Source: an optimization exercise on an open RTL-to-GDS flow (aim: small area). Production flows keep margins and buffers that such runs may drop. In this exercise RTL edits were held to simulation tests only and were not proved equivalent to the original. No activity file was given, so power comes from the tool's default toggle rates.

`run.sh`:
```
#!/bin/bash
# synth_recipe.tcl (not shown) runs the flow's synth.tcl, then flattens the netlist and writes it again
# the make line also repeats each setting of config.mk as NAME=value (left out here)
make -C /OpenROAD-flow-scripts/flow DESIGN_CONFIG=/design/flow/config.mk WORK_HOME=/design/flow/orfs CLKGATE_MAP_FILE= SYNTH_SCRIPT=/design/flow/synth_recipe.tcl finish
```
`config.mk`:
```
export PLATFORM = sky130hd
export DESIGN_NAME = rf_top
export DESIGN_NICKNAME = rf_top
export VERILOG_FILES = /design/flow/design.v
export SDC_FILE = /design/flow/constraint.sdc
export NUM_CORES = 4
export LEC_CHECK = 0
export CAP_MARGIN = 20
export CORE_MARGIN = 2
export CORE_UTILIZATION = 35
export PLACE_DENSITY = 0.5
export SLEW_MARGIN = 20
export SYNTH_HIERARCHICAL = 1
```
`constraint.sdc`:
```
create_clock -name core_clock -period 6.5 [get_ports {CLK}]
set_input_delay 1.3000 -clock core_clock [delete_from_list [all_inputs] [get_ports {CLK}]]
set_output_delay 1.3000 -clock core_clock [all_outputs]
set_load 0.01 [all_outputs]
```
`design.v`:
```
package register_file_mp_pkg;
    localparam int rf_nregs_t = 32;
    localparam int RF_WIDTH   = 32;
    typedef logic [$clog2(rf_nregs_t)-1:0] regbits_t;
    typedef logic [RF_WIDTH-1:0]           word_t;
endpackage
module rf_pre2n (
    input  logic       en, dis,
    input  logic [1:0] a,
    output logic [3:0] yn
);
    always_comb
        for (int k = 0; k < 4; k++)
            yn[k] = !(en && !dis && a == 2'(k));
endmodule
module rf_pre2nd (
    input  logic       dis,
    input  logic [1:0] a,
    output logic [3:0] yn
);
    always_comb
        for (int k = 0; k < 4; k++)
            yn[k] = !(!dis && a == 2'(k));
endmodule
module rf_pre2p (
    input  logic       en, dis,
    input  logic [1:0] a,
    output logic [3:0] y
);
    always_comb
        for (int k = 0; k < 4; k++)
            y[k] = en && !dis && a == 2'(k);
endmodule
module rf_pre2 (
    input  logic [1:0] a,
    output logic [3:0] y
);
    always_comb
        for (int k = 0; k < 4; k++)
            y[k] = a == 2'(k);
endmodule
module rf_pre3n (
    input  logic [2:0] a,
    output logic [7:0] yn
);
    always_comb
        for (int k = 0; k < 8; k++)
            yn[k] = a != 3'(k);
endmodule
module rf_pre3p (
    input  logic [2:0] a,
    output logic [7:0] y
);
    always_comb
        for (int k = 0; k < 8; k++)
            y[k] = a == 3'(k);
endmodule
module rf_dec_nor (
    input  logic [3:0]  lon,
    input  logic [7:0]  hin,
    output logic [31:1] y
);
    for (genvar r = 1; r < 32; r++) begin : g_r
        rf_nor2 u (.a(lon[r % 4]), .b(hin[r / 4]), .y(y[r]));
    end
endmodule
module rf_dec_nand (
    input  logic [3:0]  lo,
    input  logic [7:0]  hi,
    output logic [31:1] yn
);
    for (genvar r = 1; r < 32; r++) begin : g_r
        rf_nand2 u (.a(lo[r % 4]), .b(hi[r / 4]), .y(yn[r]));
    end
endmodule
module rf_nhold (
    input  logic rst, a0n, w1n,
    output logic y
);
    assign y = rst | !a0n | !w1n;
endmodule
module rf_ns0 (
    input  logic a0n, w1n,
    output logic y
);
    assign y = a0n | !w1n;
endmodule
module rf_bypass (
    input  logic [1:0] wen,
    input  logic [9:0] wsel,
    input  logic [4:0] sel,
    output logic       b0, b1, nbp
);
    always_comb begin
        b1  = sel != 5'd0 && wen[1] && wsel[9:5] == sel;
        b0  = sel != 5'd0 && wen[0] && wsel[4:0] == sel && !b1;
        nbp = !(b0 | b1);
    end
endmodule
module rf_rdsel (
    input  logic [1:0]   wen,
    input  logic [9:0]   wsel,
    input  logic [4:0]   sel,
    output logic [31:1]  sn,
    output logic         b0, b1, nbp
);
    logic [3:0] lo;
    logic [7:0] hi;
    rf_bypass   u_bp (.wen(wen), .wsel(wsel), .sel(sel), .b0(b0), .b1(b1), .nbp(nbp));
    rf_pre2     u_lo (.a(sel[1:0]), .y(lo));
    rf_pre3p    u_hi (.a(sel[4:2]), .y(hi));
    rf_dec_nand u_d  (.lo(lo), .hi(hi), .yn(sn));
endmodule
module rf_ctrl (
    input  logic         RST,
    input  logic [1:0]   wen,
    input  logic [9:0]   wsel,
    input  logic         rsv_en,
    input  logic [4:0]   rsv_sel,
    input  logic [31:1]  nbusy,
    output logic [31:1]  hn,
    output logic [31:1]  ns0,
    output logic [31:1]  ns1,
    output logic [31:1]  nbusy_next
);
    logic [3:0]  lo0, lo1, lor;
    logic [7:0]  hi0, hi1, hir;
    logic [31:1] a0n, rvn;
    rf_pre2p u_l0 (.en(wen[0]), .dis(RST), .a(wsel[1:0]), .y(lo0));
    rf_pre3p u_h0 (.a(wsel[4:2]), .y(hi0));
    rf_dec_nand u_d0 (.lo(lo0), .hi(hi0), .yn(a0n));
    rf_pre2p u_l1 (.en(wen[1]), .dis(RST), .a(wsel[6:5]), .y(lo1));
    rf_pre3p u_h1 (.a(wsel[9:7]), .y(hi1));
    rf_dec_nand u_d1 (.lo(lo1), .hi(hi1), .yn(ns1));
    rf_pre2p u_lr (.en(rsv_en), .dis(RST), .a(rsv_sel[1:0]), .y(lor));
    rf_pre3p u_hr (.a(rsv_sel[4:2]), .y(hir));
    rf_dec_nand u_dr (.lo(lor), .hi(hir), .yn(rvn));
    for (genvar r = 1; r < 32; r++) begin : g_r
        rf_ns0   u_s0 (.a0n(a0n[r]), .w1n(ns1[r]), .y(ns0[r]));
        rf_nhold u_hn (.rst(RST), .a0n(a0n[r]), .w1n(ns1[r]), .y(hn[r]));
        rf_o21a  u_bn (.a1(nbusy[r]), .a2(hn[r]), .b1(rvn[r]), .y(nbusy_next[r]));
    end
endmodule
module rf_popcnt (
    input  logic [31:1] a,
    output logic [4:0]  n
);
    logic [1:0] p3 [8];
    logic [2:0] p7 [4];
    logic [3:0] p15 [2];
    for (genvar k = 0; k < 8; k++) begin : g3
        rf_fa u (.a(a[4*k+1]), .b(a[4*k+2]), .c(a[4*k+3]), .s(p3[k][0]), .co(p3[k][1]));
    end
    for (genvar k = 0; k < 4; k++) begin : g7
        rf_add #(.N(2)) u (.a(p3[2*k]), .b(p3[2*k+1]), .ci(a[8*k+4]), .s(p7[k]));
    end
    for (genvar k = 0; k < 2; k++) begin : g15
        rf_add #(.N(3)) u (.a(p7[2*k]), .b(p7[2*k+1]), .ci(a[16*k+8]), .s(p15[k]));
    end
    rf_add #(.N(4)) u31 (.a(p15[0]), .b(p15[1]), .ci(a[16]), .s(n));
endmodule
module rf_o21a (
    input  logic a1, a2, b1,
    output logic y
);
    assign y = (a1 | a2) & b1;
endmodule
module rf_o22ai (
    input  logic a1, a2, b1, b2,
    output logic y
);
    assign y = ~((a1 | a2) & (b1 | b2));
endmodule
module rf_o22a (
    input  logic a1, a2, b1, b2,
    output logic y
);
    assign y = (a1 | a2) & (b1 | b2);
endmodule
module rf_a22o (
    input  logic a1, a2, b1, b2,
    output logic y
);
    assign y = (a1 & a2) | (b1 & b2);
endmodule
module rf_or4 (
    input  logic [3:0] a,
    output logic       y
);
    assign y = |a;
endmodule
module rf_a21o (
    input  logic a1, a2, b1,
    output logic y
);
    assign y = (a1 & a2) | b1;
endmodule
module rf_and2 (
    input  logic a, b,
    output logic y
);
    assign y = a & b;
endmodule
module rf_or2 (
    input  logic a, b,
    output logic y
);
    assign y = a | b;
endmodule
module rf_inv (
    input  logic a,
    output logic y
);
    assign y = ~a;
endmodule
module rf_nand2 (
    input  logic a, b,
    output logic y
);
    assign y = ~(a & b);
endmodule
module rf_nor2 (
    input  logic a, b,
    output logic y
);
    assign y = ~(a | b);
endmodule
module rf_rdbit (
    input  logic [30:0] sn,
    input  logic [30:0] nq,
    input  logic        b0, b1, nbp, w0, w1,
    output logic        y
);
    logic [15:0] g;
    logic [3:0]  h;
    logic        bp, hh;
    for (genvar k = 0; k < 15; k++) begin : g_o
        rf_o22ai u (.a1(sn[2*k]), .a2(nq[2*k]), .b1(sn[2*k+1]), .b2(nq[2*k+1]), .y(g[k]));
    end
    rf_nor2 u_l (.a(sn[30]), .b(nq[30]), .y(g[15]));
    for (genvar k = 0; k < 4; k++) begin : g_n
        rf_or4 u (.a(g[4*k +: 4]), .y(h[k]));
    end
    rf_a22o u_bp (.a1(b0), .a2(w0), .b1(b1), .b2(w1), .y(bp));
    rf_or4  u_h  (.a(h), .y(hh));
    rf_a21o u_y  (.a1(hh), .a2(nbp), .b1(bp), .y(y));
endmodule
module rf_rdbusy (
    input  logic [30:0] sn,
    input  logic [30:0] nb,
    input  logic        nbp,
    output logic        y
);
    logic [15:0] g;
    logic [3:0]  m;
    logic        any;
    for (genvar k = 0; k < 15; k++) begin : g_o
        rf_o22ai u (.a1(sn[2*k]), .a2(nb[2*k]), .b1(sn[2*k+1]), .b2(nb[2*k+1]), .y(g[k]));
    end
    rf_nor2 u_l (.a(sn[30]), .b(nb[30]), .y(g[15]));
    for (genvar k = 0; k < 4; k++) begin : g_n
        rf_or4 u (.a(g[4*k +: 4]), .y(m[k]));
    end
    rf_or4  u_o (.a(m), .y(any));
    rf_and2 u_y (.a(any), .b(nbp), .y(y));
endmodule
module rf_fa (
    input  logic a, b, c,
    output logic s, co
);
    assign {co, s} = a + b + c;
endmodule
module rf_add #(
    parameter int N = 2
) (
    input  logic [N-1:0] a, b,
    input  logic         ci,
    output logic [N:0]   s
);
    logic [N:0] c;
    assign c[0] = ci;
    for (genvar k = 0; k < N; k++) begin : g_k
        if (k == N - 1) begin : g_last
            rf_fa u (.a(a[k]), .b(b[k]), .c(c[k]), .s(s[k]), .co(s[N]));
        end else begin : g_mid
            rf_fa u (.a(a[k]), .b(b[k]), .c(c[k]), .s(s[k]), .co(c[k+1]));
        end
    end
endmodule
module rf_top (
    input  logic         CLK,
    input  logic         RST,
    input  logic [1:0]   wen,
    input  logic [9:0]   wsel,
    input  logic [63:0]  wdat,
    input  logic [9:0]   rsel,
    output logic [63:0]  rdat,
    output logic [1:0]   rbusy,
    input  logic         rsv_en,
    input  logic [4:0]   rsv_sel,
    output logic [5:0]   busy_cnt
);
    logic [31:0] nq [1:31];
    logic [31:0] t  [1:31];
    logic [31:0] d  [1:31];
    logic [63:0] nwdat;
    logic [31:1] nbusy, nbusy_next;
    logic [31:1] hn, ns0, ns1;
    logic [31:1] sn0, sn1;
    logic        b00, b01, b10, b11, nbp0, nbp1;
    logic [4:0]  nfree;
    rf_ctrl u_ctrl (
        .RST(RST), .wen(wen), .wsel(wsel), .rsv_en(rsv_en), .rsv_sel(rsv_sel),
        .nbusy(nbusy), .hn(hn), .ns0(ns0), .ns1(ns1), .nbusy_next(nbusy_next)
    );
    rf_rdsel u_rs0 (.wen(wen), .wsel(wsel), .sel(rsel[4:0]), .sn(sn0), .b0(b00), .b1(b01),
                     .nbp(nbp0));
    rf_rdsel u_rs1 (.wen(wen), .wsel(wsel), .sel(rsel[9:5]), .sn(sn1), .b0(b10), .b1(b11),
                     .nbp(nbp1));
    for (genvar b = 0; b < 64; b++) begin : g_nw
        rf_inv u (.a(wdat[b]), .y(nwdat[b]));
    end
    for (genvar r = 1; r < 32; r++) begin : g_r
        for (genvar b = 0; b < 32; b++) begin : g_b
            rf_o22a u_w (.a1(nq[r][b]), .a2(hn[r]), .b1(nwdat[b]), .b2(ns0[r]), .y(t[r][b]));
            rf_o21a u_d (.a1(nwdat[32+b]), .a2(ns1[r]), .b1(t[r][b]), .y(d[r][b]));
        end
    end
    always_ff @(posedge CLK) begin
        for (int r = 1; r < 32; r++)
            nq[r] <= d[r];
    end
    for (genvar b = 0; b < 32; b++) begin : g_rd
        logic [30:0] v;
        for (genvar r = 1; r < 32; r++) begin : g_v
            assign v[r-1] = nq[r][b];
        end
        rf_rdbit u_p0 (.sn(sn0), .nq(v), .b0(b00), .b1(b01), .nbp(nbp0), .w0(wdat[b]), .w1(wdat[32+b]),
                       .y(rdat[b]));
        rf_rdbit u_p1 (.sn(sn1), .nq(v), .b0(b10), .b1(b11), .nbp(nbp1), .w0(wdat[b]), .w1(wdat[32+b]),
                       .y(rdat[32+b]));
    end
    rf_rdbusy u_b0 (.sn(sn0), .nb(nbusy), .nbp(nbp0), .y(rbusy[0]));
    rf_rdbusy u_b1 (.sn(sn1), .nb(nbusy), .nbp(nbp1), .y(rbusy[1]));
    rf_popcnt u_cnt (.a(nbusy_next), .n(nfree));
    always_ff @(posedge CLK) begin
        nbusy    <= nbusy_next;
        busy_cnt <= {1'b0, ~nfree};
    end
endmodule
```
==> impl_metrics.yaml, run 1 <==
outcome:
  status: "finished clean"
placement:
  hpwl_um: 176800
  port_buffers: 164
  gp_congestion: 0.9403
  pre_cts_ws_ps: 10.56
  dp_cells: 7317
power_and_ir_drop:
  p_sw_mw: 3.963
  p_clk_share_pct: 47.4
  internal-power_mw: 10.86
  p_seq_share_pct: 43.7
  power_density_nw_per_um2: 240.8
  peakVddDrop_mv: 0.2437
  switching_share_pct: 26.73
  p_leak_nw: 20.51
  comb_power_share_pct: 8.9
critical_path:
  crit_end: "rdat[61]"
  setup.worst_path.start_class: "input pin"
  critPathKind: "input pin to primary output"
  r2r-end: "busy_cnt[3]"
  rr_startpoint: "nbusy[1]"
  worstRegToRegCells: 9
  crit_path_end_kind: "primary output"
  cp.arrival_ps: 4990
  crit_path_start: "rsel[7]"
  crit_path_max_fanout: 9
  crit_required_ps: 5200
  r2r_slack_ps: 2440
clocking:
  cts_root_buf: "clkbuf_16"
  path_clk_slew_ps: 60
  post_cts_buffers: 0
  clockBufferDepth: 3
  numCtsBuffers: 117
  cts-htree-levels: 3
  cts_hold_buf: 0
  cts_tree: "yes"
  cts_num_sinks: 1028
  clk_latency_ps: 790
  cts-resized-gates: 0
floorplan:
  core-area_um2: 141100
  dieHeight_um: 380.2
  start_util_pct: 35.11
  die-area_um2: 144500
  die_x_um: 380.2
  num_rows: 138
  ioPinCount: 166
synth:
  ys_ff_latch: 1028
  synth-seq-area-share_pct: 41.55
  syn-num-nets: 5089
  ys_types: 33
  synth_compound_area_share_pct: 47.65
  avgSynthCellArea_um2: 9.968
  yosysWarnings: 19
  synthArstFlopShare_pct: 0
  synth-simple-area-share_pct: 8.851
  synthCells: 4969
  synth_top_area_share_pct: 41.55
  syn_area_um2: 49530
  synth_top_family_by_area: "compound AO/OA/AOI/OAI gates"
  synth-xor-area-share_pct: 0.3536
  synth_edf_count: 0
  yosys.area.top_type: "dfxtp_1"
  synthMuxAreaShare_pct: 0
  ys.flop_type: "dfxtp_1"
  synth-adder-area-share_pct: 1.051
  yosys-top-cells-area: "dfxtp_1, o22a_1, o21a_1"
finish:
  final_nets: 5672
  final_common_cell: "dfxtp_1"
  syn2layout_area_growth_pct: 24.31
  drive_above_1_share_pct: 11.89
  layout_common_cells: "dfxtp_1, o21a_1, o22a_1"
  final-instance-count-excl-fill: 7549
route:
  firstDrtPassIters: 8
  met3_length_um: 41940
  dr_wl_met2_um: 120700
  via_per_inst: 7.365
  drc: 0
  wl_um: 300600
  highest-signal-layer: "met5"
  avgRoutedWirePerCell_um: 39.82
  via_count: 55600
  met1_length_um: 117400
  drt_iter0_drc: 8529
  ant_nets: 0
global_route:
  antenna_found_initial: 21
  overflow: 0
  grt_pass1_vias: 51360
  grt_start_max_net_pins: 34
  grt.total_usage_pct: 39.67
  grt_pass1_wl_um: 409900
sta:
  maxSlewViolCount: 0
  fin_ws_ps: 211.7
  hold_violations: 0
  rsz0062_at_grt: "no"
  worst_pin_slew_ps: 1166
  final.setup.tns_ps: 0
  post-route-period-util_pct: 96.74
  slew_headroom_pct: 22.28
  whs_ps: 556.1
  clock_skew_ps: 12.08
  fmax_mhz: 159.0
  final.min_clock_period_ps: 6288
  setup_violations: 0
worst_hold_path:
  hold_class: "flop to flop"
run:
  drv_cap: 0
power groups by stage:
stage | logic [mW] | clock network (mW) | registers [mW]
finish | 1.32 | 7.03 | 6.48
global route | 1.32 | 7.32 | 6.48
CTS | 1.25 | 7.06 | 6.47
detailed placement | 1.24 | 0 | 6.61
global placement | 1.23 | 0 | 6.61
floorplan | 0.530 | 0 | 6.60
worst max-delay path, stage by stage:
cell	delay (ps)
clkdlybuf4s50_1	740
nor3b_1	240
nand2_2	300
buf_4	330
o22ai_1	100
or4_1	630
or4_1	640
a21o_1	220
clkdlybuf4s50_1	470
flip-flops by register name, indices dropped and copies added (netlist names):
name / flops
nq: 992
nbusy: 31
busy_cnt: 5
final cells by class:
cell class	instances	area, um^2
fillers	13700	79500
multi-input cells	3871	29060
flip-flops and latches	1028	20580
repair buffers	465	5275
clock buffers	179	3522
well taps	1890	2365
clock inverters	40	493.0
inverters	69	259.0
diodes	7	17.52
routing by layer:
metal,vias up,global-route usage [%]
met3,1098,13.25
met4,18,23.46
li1,22350,-
met1,27510,52.30
met5,-,0
met2,4627,55.90
modules after synthesis (local to each module, per instance), a selection:
module / flops+latches / cell area, um^2 / cells inside
rf_top: 1028 / 20610 / 1035
rf_pre2p: 0 / 50.05 / 4
rf_o21a: 0 / 7.507 / 1
rf_or4: 0 / 7.507 / 1
rf_nhold: 0 / 7.507 / 1
rf_o22ai: 0 / 6.256 / 1
through the flow:
stage               power, mW  area, um^2  utilization, %
detailed placement      7.855       57420           40.70
CTS                     14.78       61430           43.55
global route            15.12       61560           43.64
floorplan               7.125       49590               -
global placement        7.835       57230           40.57
finish                  14.83       61570           43.65
cells in the mapped netlist, drive strengths merged (6+ instances only):
| library cell | number |
|---|---|
| a21o | 64 |
| a22o | 64 |
| and3b | 15 |
| and4bb | 6 |
| dfxtp | 1028 |
| fa | 26 |
| inv | 69 |
| nand2 | 155 |
| nand2b | 31 |
| nand3b | 31 |
| nor2 | 72 |
| nor3b | 15 |
| o21a | 1023 |
| o22a | 992 |
| o22ai | 990 |
| or4 | 332 |
| xnor2 | 12 |
| xor2 | 8 |
worst min-delay path by stage:
stage               from   endpoint  cells past startpoint
4_1_cts        nbusy[24]  nbusy[24]                      1
3_3_place_gp   nbusy[24]  nbusy[24]                      1
2_1_floorplan  nbusy[11]  nbusy[11]                      1
5_1_grt        nbusy[24]  nbusy[24]                      1
6_report       nbusy[25]  nbusy[25]                      1
3_5_place_dp   nbusy[24]  nbusy[24]                      1
cell families after synthesis:
family,count (synthesis)
simple gates,691
flops,1028
fa+ha+maj,26
compound gates,3133
other cells,1
buf+inv,70
xor+xnor,20
==> run 2, diff against run 1 <==
==> flow/run.sh (new file) <==
#!/bin/bash
# The standard layout, with two changes: the port buffers are plain buf_2
# cells instead of the delay cells buffer_ports picks by default, and clock
# tree synthesis adds no dummy loads. Everything else is standard.sh.
set -euo pipefail
export BUFFER_PORTS_ARGS="-buffer_cell sky130_fd_sc_hd__buf_2"
export CTS_ARGS="-sink_clustering_enable -repair_clock_nets -dont_use_dummy_load"
bash standard.sh > standard.log 2>&1
==> standard.sh (new file) <==
#!/bin/bash
# synth_recipe.tcl (not shown) runs the flow's synth.tcl, then flattens the netlist and writes it again
# the make line also repeats each setting of config.mk as NAME=value (left out here)
make -C /OpenROAD-flow-scripts/flow DESIGN_CONFIG=/design/flow/config.mk WORK_HOME=/design/flow/orfs CLKGATE_MAP_FILE= SYNTH_SCRIPT=/design/flow/synth_recipe.tcl "${@:-finish}"
removed: run.sh
==> impl_metrics.yaml, run 2 <==
outcome:
  status: "finished clean"
floorplan:
  die-area_um2: 144500
  num_rows: 138
  start_util_pct: 35.11
  ioPinCount: 166
  dieHeight_um: 380.2
  core-area_um2: 141100
  die_x_um: 380.2
clocking:
  clk_latency_ps: 750
  post_cts_buffers: 0
  cts_root_buf: "clkbuf_16"
  path_clk_slew_ps: 50
  cts_num_sinks: 1028
  clockBufferDepth: 3
  cts-resized-gates: 0
  cts_tree: "yes"
  numCtsBuffers: 120
  cts-htree-levels: 3
  cts_hold_buf: 0
synth:
  ys_types: 33
  synthCells: 4969
  synth_edf_count: 0
  syn_area_um2: 49530
  yosys.area.top_type: "dfxtp_1"
  synthArstFlopShare_pct: 0
  synth_compound_area_share_pct: 47.65
  synthMuxAreaShare_pct: 0
  synth-xor-area-share_pct: 0.3536
  synth-simple-area-share_pct: 8.851
  syn-num-nets: 5089
  synth_top_area_share_pct: 41.55
  synth_top_family_by_area: "compound AO/OA/AOI/OAI gates"
  synth-seq-area-share_pct: 41.55
  ys.flop_type: "dfxtp_1"
  synth_commonest_cells: "dfxtp_1, o21a_1, o22a_1"
  synth-adder-area-share_pct: 1.051
  avgSynthCellArea_um2: 9.968
  ys_ff_latch: 1028
  yosys-top-cells-area: "dfxtp_1, o22a_1, o21a_1"
  yosysWarnings: 19
  synth_most_common_cell: "dfxtp_1"
sta:
  setup_violations: 0
  slew_headroom_pct: 20.82
  hold_violations: 0
  clock_skew_ps: 60.51
  post-route-period-util_pct: 90.69
  whs_ps: 538.2
  final.min_clock_period_ps: 5895
  final.setup.tns_ps: 0
  fmax_mhz: 169.6
  worst_pin_slew_ps: 1178
  rsz0062_at_grt: "no"
  maxSlewViolCount: 0
critical_path:
  path_cells: "buf_2 > and3b_2 > nand2_2 > buf_4 > o22ai_1 > or4_1 > or4_1 > a21o_1 > buf_2"
  path_buf_inv: 3
  crit_required_ps: 5200
  critPathSlowestCell: "nand2_2"
  setup.worst_path.start_class: "input pin"
  max_stage_delay_ps: 620
  path_delay_family: "simple AND/OR/NAND/NOR gates"
  crit_end: "rdat[21]"
  rr_startpoint: "nbusy[17]"
  r2r_slack_ps: 2510
  cp.depth: 9
  cp.arrival_ps: 4590
  crit_path_end_kind: "primary output"
  crit_path_start: "rsel[2]"
  critPathKind: "input pin to primary output"
  r2r-end: "busy_cnt[3]"
  crit_path_max_fanout: 14
  worstRegToRegCells: 9
global_route:
  antenna_found_initial: 19
  grt_pass1_wl_um: 398500
  overflow: 0
  grt.total_usage_pct: 38.33
  grt_pass1_vias: 50950
  grt_start_max_net_pins: 34
route:
  via_per_inst: 7.414
  avgRoutedWirePerCell_um: 39.16
  via_count: 54890
  ant_nets: 0
  drt_iter0_drc: 8140
  firstDrtPassIters: 8
  wl_um: 289900
  drc: 0
finish:
  reg.largest.list: "nq: 992 flops, nbusy: 31 flops, busy_cnt: 5 flops"
  multi_input_comb_area_um2: 29060
  drive_above_1_share_pct: 13.04
  syn2layout_area_growth_pct: 18.36
  layout_common_cells: "dfxtp_1, o21a_1, o22a_1"
  final_nets: 5628
  final_common_cell: "dfxtp_1"
  ff_latch_area_um2: 20580
  largest_reg_flops: 992
  top_register: "nq"
  fillers: 13950
placement:
  hpwl_um: 172100
  port_buffers: 164
  gp_congestion: 0.9397
power_and_ir_drop:
  power_density_nw_per_um2: 231.0
  p_leak_nw: 19.50
  peakVddDrop_mv: 0.2161
run:
  drv_cap: 0
worst_hold_path:
  hold_class: "flop to flop"
==> run 2: cell counts after synthesis <==
Identical to the previous run, type by type.
==> run 2: worst min path at each step <==
| stage | slack (ps) | startpoint | end | depth (start not counted) |
|---|---|---|---|---|
| after floorplan | 490 | nbusy[11] | nbusy[11] | 1 |
| after global placement | 530 | nbusy[16] | nbusy[16] | 1 |
| after detailed placement | 520 | nbusy[16] | nbusy[16] | 1 |
| after CTS | 530 | nbusy[16] | nbusy[16] | 1 |
| after global routing | 560 | nbusy[12] | nbusy[12] | 1 |
| final | 540 | nbusy[16] | nbusy[16] | 1 |
==> run 2: cell type report <==
type	count	share of cell area [%]
Multi-Input combinational cell	3871	49.56
Sequential cell	1028	35.10
Timing Repair Buffer	418	5.701
Clock buffer	120	5.122
Inverter	69	0.4418
Tap cell	1890	4.034
Antenna cell	8	0.03415
==> run 2: layer usage <==
layer,vias up,GRT usage [%],wire length (um)
li1,22190,-,-
met1,27230,50.71,115300
met2,4369,53.51,114500
met3,1091,12.90,39960
met4,12,23.06,20100
met5,-,0.1323,86
==> run 2: per-module statistics from Yosys, one instance, submodules excluded, excerpt <==
module / cells / area, um^2 / times used
rf_top: 1035 / 20610 / 1
rf_o22ai: 1 / 6.256 / 990
rf_nor2: 1 / 3.754 / 66
rf_nand2: 1 / 3.754 / 155
rf_o21a: 1 / 7.507 / 1023
rf_pre2: 4 / 26.28 / 2
rf_or4: 1 / 7.507 / 330
rf_inv: 1 / 3.754 / 64
rf_a21o: 1 / 7.507 / 64
rf_pre3p: 8 / 65.06 / 5
rf_fa: 1 / 20.02 / 26
rf_and2: 1 / 6.256 / 2
rf_o22a: 1 / 8.758 / 992
rf_bypass: 18 / 142.6 / 2
rf_ns0: 1 / 6.256 / 31
==> run 2: cell families (layout without fill, tap and decap cells) <==
family          after synthesis  count (layout)
xor+xnor                     20              20
fa+ha+maj                    26              26
buf+inv                      70             607
flops                      1028            1028
other cells                   1               9
compound gates             3133            3133
simple gates                691             691
==> run 2: per-stage QoR <==
stage | cells | utilization, % | power, mW | instance area (um^2) | setup slack, ps
floorplan | 4969 | - | 7.125 | 49590 | 73.16
global placement | 7265 | 39.25 | 7.733 | 55370 | 312.3
detailed placement | 7268 | 39.28 | 7.746 | 55410 | 326.5
CTS | 7388 | 41.41 | 13.51 | 58410 | 759.0
global route | 7399 | 41.55 | 13.83 | 58610 | 662.1
finish | 7404 | 41.56 | 13.54 | 58630 | 605.4
==> run 2: power breakdown <==
part | switching, mW | internal, mW
clock | 2.66 | 3.19
combinational | 0.904 | 0.311
sequential | 0.0759 | 6.40
total | 3.64 | 9.91
==> run 3, diff against run 2 <==
==> flow/run.sh (replaced) <==
#!/bin/bash
# The standard layout, with three changes: the port buffers are plain buf_2
# cells instead of the delay cells buffer_ports picks by default, clock tree
# synthesis adds no dummy loads, and its sink clusters may be somewhat larger
# (up to 20 flip-flops within 100 um). Everything else is standard.sh.
set -euo pipefail
export BUFFER_PORTS_ARGS="-buffer_cell sky130_fd_sc_hd__buf_2"
export CTS_ARGS="-sink_clustering_enable -repair_clock_nets -dont_use_dummy_load -sink_clustering_size 20 -sink_clustering_max_diameter 100"
bash standard.sh > standard.log 2>&1
--- a/config.mk
+++ b/config.mk
@@ -5,9 +5,9 @@
 export SDC_FILE = /design/flow/constraint.sdc
 export NUM_CORES = 4
 export LEC_CHECK = 0
-export CAP_MARGIN = 20
+export CAP_MARGIN = 5
 export CORE_MARGIN = 2
 export CORE_UTILIZATION = 35
 export PLACE_DENSITY = 0.5
-export SLEW_MARGIN = 20
+export SLEW_MARGIN = 5
 export SYNTH_HIERARCHICAL = 1
==> impl_metrics.yaml, run 3 <==
synth:
  synth_most_common_cell: "dfxtp_1"
  synth-seq-area-share_pct: 41.55
  yosys-top-cells-area: "dfxtp_1, o22a_1, o21a_1"
  synthArstFlopShare_pct: 0
  ys_ff_latch: 1028
  ys_types: 33
  yosys.area.top_type: "dfxtp_1"
  synth_top_area_share_pct: 41.55
  synth_edf_count: 0
  synthCells: 4969
  yosysWarnings: 19
  syn_area_um2: 49530
  synth_commonest_cells: "dfxtp_1, o21a_1, o22a_1"
  syn-num-nets: 5089
  avgSynthCellArea_um2: 9.968
  ys.flop_type: "dfxtp_1"
sta:
  rsz0062_at_grt: "no"
  hold_violations: 0
  final.min_clock_period_ps: 5901
  whs_ps: 564.6
  final.setup.tns_ps: 0
  maxSlewViolCount: 0
  fmax_mhz: 169.5
  worst_pin_slew_ps: 1323
  slew_headroom_pct: 11.12
  setup_violations: 0
  clock_skew_ps: 30.60
  post-route-period-util_pct: 90.78
global_route:
  grt_pass1_wl_um: 397300
  grt.total_usage_pct: 38.13
  grt_pass1_vias: 50300
  antenna_found_initial: 16
  overflow: 0
  grt_start_max_net_pins: 34
finish:
  layout_common_cells: "dfxtp_1, o21a_1, o22a_1"
  top_register: "nq"
  drive_above_1_share_pct: 11.58
  final_nets: 5555
  reg.largest.list: "nq: 992 flops, nbusy: 31 flops, busy_cnt: 5 flops"
  final_common_cell: "dfxtp_1"
  largest_reg_flops: 992
  syn2layout_area_growth_pct: 14.74
  fillers: 14150
floorplan:
  num_rows: 138
  dieHeight_um: 380.2
  ioPinCount: 166
  die-area_um2: 144500
  core-area_um2: 141100
  die_x_um: 380.2
  start_util_pct: 35.11
clocking:
  post_cts_buffers: 0
  cts-resized-gates: 0
  numCtsBuffers: 58
  cts-htree-levels: 2
  clk_latency_ps: 700
  path_clk_slew_ps: 90
  cts_tree: "yes"
  cts_hold_buf: 0
  clockBufferDepth: 3
  cts_root_buf: "clkbuf_16"
  cts_num_sinks: 1028
placement:
  hpwl_um: 171900
  port_buffers: 164
  gp_congestion: 0.9397
outcome:
  status: "finished clean"
power_and_ir_drop:
  peakVddDrop_mv: 0.1842
  p_leak_nw: 18.70
  power_density_nw_per_um2: 203.7
route:
  drt_iter0_drc: 7845
  avgRoutedWirePerCell_um: 39.46
  firstDrtPassIters: 6
  drc: 0
  wl_um: 289200
  ant_nets: 0
  via_per_inst: 7.442
  via_count: 54540
critical_path:
  crit_path_end_kind: "primary output"
  critPathKind: "input pin to primary output"
  crit_required_ps: 5200
  crit_path_max_fanout: 14
  cp.arrival_ps: 4600
  setup.worst_path.start_class: "input pin"
run:
  drv_cap: 0
worst_hold_path:
  hold_class: "flop to flop"
==> run 3: cell counts after synthesis <==
No cell type changed its count.
==> run 3: critical path: stages <==
cell and delay (ps):
buf_2 170, nor2b_1 310, nand2_2 730, buf_4 430, o22ai_1 110, or4_1 530
or4_1 650, a21o_1 210, buf_2 130
==> run 3: area by class of cell <==
type | count | area (um^2) | area share (%)
Clock buffer | 58 | 1451 | 2.554
Multi-Input combinational cell | 3871 | 29060 | 51.12
Inverter | 69 | 259.0 | 0.4557
Timing Repair Buffer | 407 | 3108 | 5.468
Antenna cell | 6 | 15.01 | 0.02642
Tap cell | 1890 | 2365 | 4.161
Sequential cell | 1028 | 20580 | 36.21
==> run 3: cells by family (layout without fill, tap and decap cells) <==
group | count (synthesis) | count (layout) | share of synthesized area (%)
buffers and inverters | 70 | 534 | 0.5381
other | 1 | 7 | 0.007571
adder cells (fa/ha/maj) | 26 | 26 | 1.051
flip-flops | 1028 | 1028 | 41.55
AO/OA/AOI/OAI | 3133 | 3133 | 47.65
XOR/XNOR | 20 | 20 | 0.3536
AND/OR/NAND/NOR | 691 | 691 | 8.851
==> run 3: power by group <==
| group | switching (mW) | internal (mW) | total, mW |
|---|---|---|---|
| combinational | 0.900 | 0.298 | 1.20 |
| clock | 2.33 | 1.58 | 3.91 |
| sequential | 0.0763 | 6.39 | 6.47 |
==> run 3: layer usage <==
metal / up-vias / GRT usage [%] / wire length [um]
li1: 22010 / - / -
met1: 27210 / 51.24 / 115800
met2: 4294 / 53.74 / 115100
met3: 1010 / 12.19 / 39080
met4: 18 / 20.74 / 19030
met5: - / 0.3968 / 162
==> run 3: path summary, 6_finish.rpt <==
| kind | start | end | slack (ps) | cells after the start |
|---|---|---|---|---|
| setup reg to reg | nbusy[1] | busy_cnt[3] | 2440 | 9 |
| setup / recovery | rsel[5] | rdat[36] | 600 | 9 |
| hold / removal | nbusy[29] | nbusy[29] | 560 | 1 |
| hold reg to reg | nbusy[29] | nbusy[29] | 560 | 1 |
==> run 3: stage by stage <==
step	power, mW	worst slack, ps	cell area (um^2)	cells	util, %
after floorplan	7.125	73.16	49590	4969	-
after global placement	7.733	312.3	55370	7265	39.25
after detailed placement	7.743	302.5	55370	7265	39.25
after CTS	11.54	759.4	56820	7323	40.28
after global routing	11.83	652.3	56820	7324	40.28
final	11.58	599.3	56830	7329	40.29
==> run 3: per-module statistics from Yosys, one instance, submodules excluded, excerpt <==
module,flops+latches,times used
rf_top,1028,1
rf_pre3p,0,5
rf_nhold,0,31
rf_o22ai,0,990
rf_nor2,0,66
rf_nand2,0,155
rf_inv,0,64
==> run 4, diff against run 3 <==
--- a/config.mk
+++ b/config.mk
@@ -7,7 +7,7 @@
 export LEC_CHECK = 0
 export CAP_MARGIN = 5
 export CORE_MARGIN = 2
-export CORE_UTILIZATION = 35
-export PLACE_DENSITY = 0.5
+export CORE_UTILIZATION = 42
+export PLACE_DENSITY = 0.55
 export SLEW_MARGIN = 5
 export SYNTH_HIERARCHICAL = 1
==> impl_metrics.yaml, run 4 <==
clocking:
  cts_tree: "yes"
  cts_hold_buf: 0
  cts-htree-levels: 2
  path_clk_slew_ps: 100
  cts-resized-gates: 0
  numCtsBuffers: 57
  cts_root_buf: "clkbuf_16"
  clk_latency_ps: 730
  cts_num_sinks: 1028
  post_cts_buffers: 0
  clockBufferDepth: 3
finish:
  largest_reg_flops: 992
  top_register: "nq"
  final_nets: 5569
  drive_above_1_share_pct: 11.66
  final_common_cell: "dfxtp_1"
  layout_common_cells: "dfxtp_1, o21a_1, o22a_1"
  reg.largest.list: "nq: 992 flops, nbusy: 31 flops, busy_cnt: 5 flops"
  fillers: 11180
  final_util_pct: 48.47
  syn2layout_area_growth_pct: 14.01
power_and_ir_drop:
  power_density_nw_per_um2: 204.0
  p_leak_nw: 18.72
  peakVddDrop_mv: 0.2155
placement:
  port_buffers: 164
  gp_congestion: 0.9761
  hpwl_um: 174600
floorplan:
  core-area_um2: 116500
  die-area_um2: 120700
  num_rows: 125
  dieHeight_um: 347.4
  start_util_pct: 42.51
  ioPinCount: 166
  die_x_um: 347.4
critical_path:
  crit_path_end_kind: "primary output"
  crit_end: "rdat[15]"
  cp.arrival_ps: 4660
  crit_path_start: "rsel[0]"
  r2r-end: "busy_cnt[3]"
  worstRegToRegCells: 9
  crit_required_ps: 5200
  r2r_slack_ps: 2440
  rr_startpoint: "nbusy[1]"
  critPathKind: "input pin to primary output"
  setup.worst_path.start_class: "input pin"
  crit_path_max_fanout: 23
route:
  firstDrtPassIters: 6
  avgRoutedWirePerCell_um: 40.44
  drc: 0
  via_per_inst: 7.689
  drt_iter0_drc: 8028
  via_count: 53920
  ant_nets: 0
  wl_um: 283500
synth:
  synth_commonest_cells: "dfxtp_1, o21a_1, o22a_1"
  ys.flop_type: "dfxtp_1"
  yosys.area.top_type: "dfxtp_1"
  synth_edf_count: 0
  synth-seq-area-share_pct: 41.55
  synth_top_area_share_pct: 41.55
  synth_most_common_cell: "dfxtp_1"
  ys_ff_latch: 1028
  yosysWarnings: 19
  ys_types: 33
  syn_area_um2: 49530
  avgSynthCellArea_um2: 9.968
  synthArstFlopShare_pct: 0
  syn-num-nets: 5089
  yosys-top-cells-area: "dfxtp_1, o22a_1, o21a_1"
  synthCells: 4969
outcome:
  status: "finished clean"
sta:
  hold_violations: 0
  rsz0062_at_grt: "no"
  fmax_mhz: 167.7
  post-route-period-util_pct: 91.75
  final.setup.tns_ps: 0
  setup_violations: 0
  clock_skew_ps: 27.05
  slew_headroom_pct: 15.06
  maxSlewViolCount: 0
  worst_pin_slew_ps: 1274
  final.min_clock_period_ps: 5963
worst_hold_path:
  hold_class: "flop to flop"
global_route:
  grt.total_usage_pct: 45.13
  grt_pass1_wl_um: 392400
  grt_start_max_net_pins: 35
  overflow: 0
  antenna_found_initial: 51
  grt_pass1_vias: 50390
run:
  drv_cap: 0
==> run 4: cell counts after synthesis <==
Identical to the previous run, type by type.
==> run 4: how the worst min path moves through the flow <==
stage | depth (start not counted) | end | start | slack [ps]
after floorplan | 1 | nbusy[11] | nbusy[11] | 490
after global placement | 1 | nbusy[12] | nbusy[12] | 530
after detailed placement | 1 | nbusy[7] | nbusy[7] | 530
after CTS | 1 | nbusy[20] | nbusy[20] | 550
after global routing | 1 | nbusy[12] | nbusy[12] | 570
final | 1 | nbusy[22] | nbusy[22] | 550
==> run 4: layout make-up <==
type / instances / area (um^2) / share of cell area (%)
Antenna cell: 41 / 102.6 / 0.1817
Clock buffer: 57 / 1426 / 2.526
Inverter: 69 / 259.0 / 0.4586
Multi-Input combinational cell: 3871 / 29030 / 51.40
Sequential cell: 1028 / 20580 / 36.44
Tap cell: 1524 / 1907 / 3.376
Timing Repair Buffer: 422 / 3171 / 5.614
==> run 4: per-module statistics from Yosys (local to each module, per instance), a selection <==
| module | flip-flops and latches | cells | copies in the design | cell area [um^2] |
|---|---|---|---|---|
| rf_pre2p | 0 | 4 | 3 | 50.05 |
| rf_pre2 | 0 | 4 | 2 | 26.28 |
| rf_o22a | 0 | 1 | 992 | 8.758 |
| rf_or4 | 0 | 1 | 330 | 7.507 |
| rf_nhold | 0 | 1 | 31 | 7.507 |
| rf_ns0 | 0 | 1 | 31 | 6.256 |
| rf_o22ai | 0 | 1 | 990 | 6.256 |
| rf_inv | 0 | 1 | 64 | 3.754 |
| rf_nand2 | 0 | 1 | 155 | 3.754 |
==> run 4: power breakdown <==
group          switching, mW  internal [mW]  leakage [nW]  total, mW
Combinational          0.911          0.311          9.68       1.22
Sequential            0.0778           6.39          8.34       6.47
Clock                   2.27           1.56         0.703       3.83
==> run 4: cell families after synthesis <==
kind of cell,synth area share [%]
flip-flops,41.55
AND/OR/NAND/NOR,8.851
other,0.007571
buffers and inverters,0.5381
AO/OA/AOI/OAI,47.65
adder cells (fa/ha/maj),1.051
XOR/XNOR,0.3536
==> run 4: metal layers <==
metal  vias up  GRT usage, %  wire length [um]
met5         -        0.1601               188
met4        28         35.29             25360
met3      1065         14.99             37400
met2      4169         62.73            113500
met1     26580         57.06            107100
li1      22080             -                 -
==> run 4: through the flow <==
step / std cells / hold WS (ps) / power, mW / area (um^2) / worst slack [ps]
after floorplan: 4969 / 490.1 / 7.125 / 49590 / 73.16
after global placement: 6914 / 525.9 / 7.760 / 54950 / 369.4
after detailed placement: 6914 / 532.0 / 7.769 / 54950 / 400.6
after CTS: 6971 / 552.4 / 11.46 / 56370 / 730.4
after global routing: 6988 / 568.9 / 11.73 / 56410 / 577.6
final: 7012 / 554.8 / 11.52 / 56470 / 536.5
==> run 4: worst max-delay path, stage by stage <==
cell and delay [ps]:
buf_2 240, nor2_1 250, nand2_2 750, o22ai_1 210, or4_1 760, or4_1 720
a21o_1 260, buf_2 140
==> run 5, diff against run 4 <==
==> flow/run.sh (replaced) <==
#!/bin/bash
# The standard layout, with three changes: the port buffers are plain buf_2
# cells instead of the delay cells buffer_ports picks by default, clock tree
# synthesis adds no dummy loads, and its sink clusters may be somewhat larger
# (up to 24 flip-flops within 120 um). Everything else is standard.sh.
set -euo pipefail
export BUFFER_PORTS_ARGS="-buffer_cell sky130_fd_sc_hd__buf_2"
export CTS_ARGS="-sink_clustering_enable -repair_clock_nets -dont_use_dummy_load -sink_clustering_size 24 -sink_clustering_max_diameter 120"
bash standard.sh > standard.log 2>&1
--- a/config.mk
+++ b/config.mk
@@ -7,7 +7,7 @@
 export LEC_CHECK = 0
 export CAP_MARGIN = 5
 export CORE_MARGIN = 2
-export CORE_UTILIZATION = 42
-export PLACE_DENSITY = 0.55
+export CORE_UTILIZATION = 35
+export PLACE_DENSITY = 0.5
 export SLEW_MARGIN = 5
 export SYNTH_HIERARCHICAL = 1
==> impl_metrics.yaml, run 5 <==
outcome:
  status: "finished clean"
route:
  via_per_inst: 7.437
  firstDrtPassIters: 6
  drt_iter0_drc: 7813
  wl_um: 288700
  drc: 0
  avgRoutedWirePerCell_um: 39.39
  via_count: 54500
  ant_nets: 0
sta:
  fmax_mhz: 169.1
  worst_pin_slew_ps: 1290
  final.setup.tns_ps: 0
  clock_skew_ps: 26.19
  final.min_clock_period_ps: 5914
  slew_headroom_pct: 13.39
  whs_ps: 563.3
  maxSlewViolCount: 0
  setup_violations: 0
  fin_ws_ps: 586.0
  rsz0062_at_grt: "no"
  post-route-period-util_pct: 90.98
  hold_violations: 0
critical_path:
  max_stage_delay_ps: 720
  worstRegToRegCells: 9
  crit_path_end_kind: "primary output"
  setup.worst_path.start_class: "input pin"
  critPathSlowestCell: "nand2_2"
  cp.arrival_ps: 4610
  crit_path_max_fanout: 14
  critPathKind: "input pin to primary output"
  r2r-end: "busy_cnt[3]"
  crit_required_ps: 5200
  path_cells: "buf_2 > nor2b_1 > nand2_2 > buf_4 > o22ai_1 > or4_1 > or4_1 > a21o_1 > buf_2"
  rr_startpoint: "nbusy[2]"
  r2r_slack_ps: 2490
synth:
  synth_top_family_by_area: "compound AO/OA/AOI/OAI gates"
  synthMuxAreaShare_pct: 0
  syn-num-nets: 5089
  synth_edf_count: 0
  synth-seq-area-share_pct: 41.55
  ys_ff_latch: 1028
  yosysWarnings: 19
  synth_top_area_share_pct: 41.55
  yosys-top-cells-area: "dfxtp_1, o22a_1, o21a_1"
  synth-adder-area-share_pct: 1.051
  ys.flop_type: "dfxtp_1"
  synth-xor-area-share_pct: 0.3536
  synth_commonest_cells: "dfxtp_1, o21a_1, o22a_1"
  syn_area_um2: 49530
  synth_compound_area_share_pct: 47.65
  synthCells: 4969
  synthArstFlopShare_pct: 0
  synth-simple-area-share_pct: 8.851
  yosys.area.top_type: "dfxtp_1"
  ys_types: 33
  avgSynthCellArea_um2: 9.968
  synth_most_common_cell: "dfxtp_1"
worst_hold_path:
  min-delay-start: "nbusy[16]"
  hold_class: "flop to flop"
  hold-path-endpoint: "nbusy[16]"
  hold_depth: 1
global_route:
  grt_pass1_wl_um: 396600
  grt.total_usage_pct: 38.07
  overflow: 0
  grt_start_max_net_pins: 34
  antenna_found_initial: 18
  grt_pass1_vias: 50150
floorplan:
  die-area_um2: 144500
  core-area_um2: 141100
  num_rows: 138
  start_util_pct: 35.11
  ioPinCount: 166
  die_x_um: 380.2
  dieHeight_um: 380.2
clocking:
  cts_root_buf: "clkbuf_16"
  path_clk_slew_ps: 100
  post_cts_buffers: 0
  clk_latency_ps: 690
  cts_tree: "yes"
  cts-htree-levels: 2
  cts_num_sinks: 1028
  numCtsBuffers: 49
  cts_hold_buf: 0
  clockBufferDepth: 3
  cts-resized-gates: 0
finish:
  reg.largest.list: "nq: 992 flops, nbusy: 31 flops, busy_cnt: 5 flops"
  drive_above_1_share_pct: 11.43
  final_common_cell: "dfxtp_1"
  layout_common_cells: "dfxtp_1, o21a_1, o22a_1"
  largest_reg_flops: 992
  ff_latch_area_um2: 20580
  multi_input_comb_area_um2: 29060
  fillers: 14150
  final_nets: 5546
  final-instance-count-excl-fill: 7329
  syn2layout_area_growth_pct: 14.33
  top_register: "nq"
power_and_ir_drop:
  p_seq_share_pct: 57.3
  finalPower_mw: 11.29
  p_leak_nw: 18.59
  comb_power_share_pct: 10.6
  switching_share_pct: 28.72
  peakVddDrop_mv: 0.2033
  p_clk_share_pct: 32.1
  internal-power_mw: 8.045
  power_density_nw_per_um2: 199.3
  p_sw_mw: 3.242
placement:
  pre_cts_ws_ps: 302.5
  gp_congestion: 0.9397
  dp_cells: 7265
  hpwl_um: 171900
  port_buffers: 164
run:
  drv_cap: 0
[run 5: cell counts after synthesis]
No cell type changed its count.
[run 5: through the flow]
| step | utilization [%] | instance area [um^2] |
|---|---|---|
| after detailed placement | 39.25 | 55370 |
| after global routing | 40.12 | 56600 |
| after global placement | 39.25 | 55370 |
| final | 40.15 | 56630 |
| after CTS | 40.12 | 56590 |
| after floorplan | - | 49590 |
[run 5: cell type report]
| type | count | area share [%] |
|---|---|---|
| clock buffer | 49 | 2.165 |
| tap | 1890 | 4.176 |
| sequential | 1028 | 36.34 |
| timing repair buffer | 407 | 5.488 |
| antenna | 15 | 0.06628 |
| inverter | 69 | 0.4573 |
| multi-input combinational | 3871 | 51.31 |
[run 5: critical path, delay by kind of cell]
family / cells / cell delay, ps
buffers and inverters: 3 / 730
AOI/OAI and AO/OA: 2 / 320
and+or+nand+nor: 4 / 2220
[run 5: worst max-delay path by stage]
stage	slack, ps	to	from
2_1_floorplan	70	busy_cnt[3]	wsel[5]
3_3_place_gp	310	busy_cnt[3]	RST
3_5_place_dp	300	busy_cnt[3]	RST
4_1_cts	760	rdat[17]	rsel[2]
5_1_grt	640	rdat[44]	rsel[5]
6_report	590	rdat[36]	rsel[5]
[run 5: power by group through the flow]
stage                     clock network [mW]  registers (mW)  logic (mW)
after floorplan                            0            6.60       0.530
after global placement                     0            6.61        1.12
after detailed placement                   0            6.61        1.13
after CTS                               3.65            6.47        1.13
after global routing                    3.84            6.49        1.20
final                                   3.62            6.47        1.20
[run 5: per-module statistics from Yosys (local to each module, per instance), excerpt]
module | times used | flip-flops and latches
rf_nhold | 31 | 0
rf_inv | 64 | 0
rf_and2 | 2 | 0
rf_ns0 | 31 | 0
rf_o22a | 992 | 0
rf_or4 | 330 | 0
rf_o22ai | 990 | 0
rf_a22o | 64 | 0
rf_o21a | 1023 | 0
rf_nand2 | 155 | 0
rf_top | 1 | 1028
rf_a21o | 64 | 0
rf_pre2p | 3 | 0
[run 5: metal layers]
metal / wire length, um / global-route usage [%] / vias up / share of wire (%)
met5: 108 / 0.3968 / - / 0.037
met4: 17940 / 20.46 / 10 / 6.2
met3: 38090 / 12.32 / 978 / 13
met2: 116000 / 53.87 / 4317 / 40
met1: 116600 / 50.99 / 27250 / 40
li1: - / - / 21950 / -
[run 5: cell families (layout without fill, tap and decap cells)]
logic type / Yosys count / in the layout
AOI/OAI and AO/OA: 3133 / 3133
xor gates and xnor gates: 20 / 20
adders and majority gates: 26 / 26
buffers and inverters: 70 / 525
DFF: 1028 / 1028
other: 1 / 16
and+or+nand+nor: 691 / 691

[afterwards: timing with drivers on the ports]
How much do the figures lean on ideal ports? The routed layouts below were timed once more, with nothing changed but the port constraints. Step 1 (the two cells are an assumption about what drives the block):
set clk [get_ports {CLK}]
set_driving_cell -lib_cell sky130_fd_sc_hd__clkbuf_16 $clk
set_driving_cell -lib_cell sky130_fd_sc_hd__buf_2 [delete_from_list [all_inputs] $clk]
Step 2 also shifts input and output timing later by t, the mid clock arrival at the registers, as if the neighbouring blocks saw the same clock. Slacks: ideal / step 1 / step 2; pairs: ideal / step 1.
run	shift t [ns]	setup WS [ns]	latest minus earliest clock arrival (ns)
run 1	0.830	0.212 / 0.168 / -0.158	0.072 / 0.072
run 2	0.799	0.605 / 0.582 / 0.277	0.076 / 0.076
run 3	0.781	0.599 / 0.581 / 0.242	0.077 / 0.077
run 4	0.780	0.537 / 0.441 / 0.317	0.048 / 0.048
run 5	0.768	0.586 / 0.567 / 0.277	0.054 / 0.053
With both steps, setup timing fails in run 1, where it was met with ideal ports. The setup slack of run 1, which loses most, moves by -0.044 ns with the drivers and by -0.370 ns with both steps.
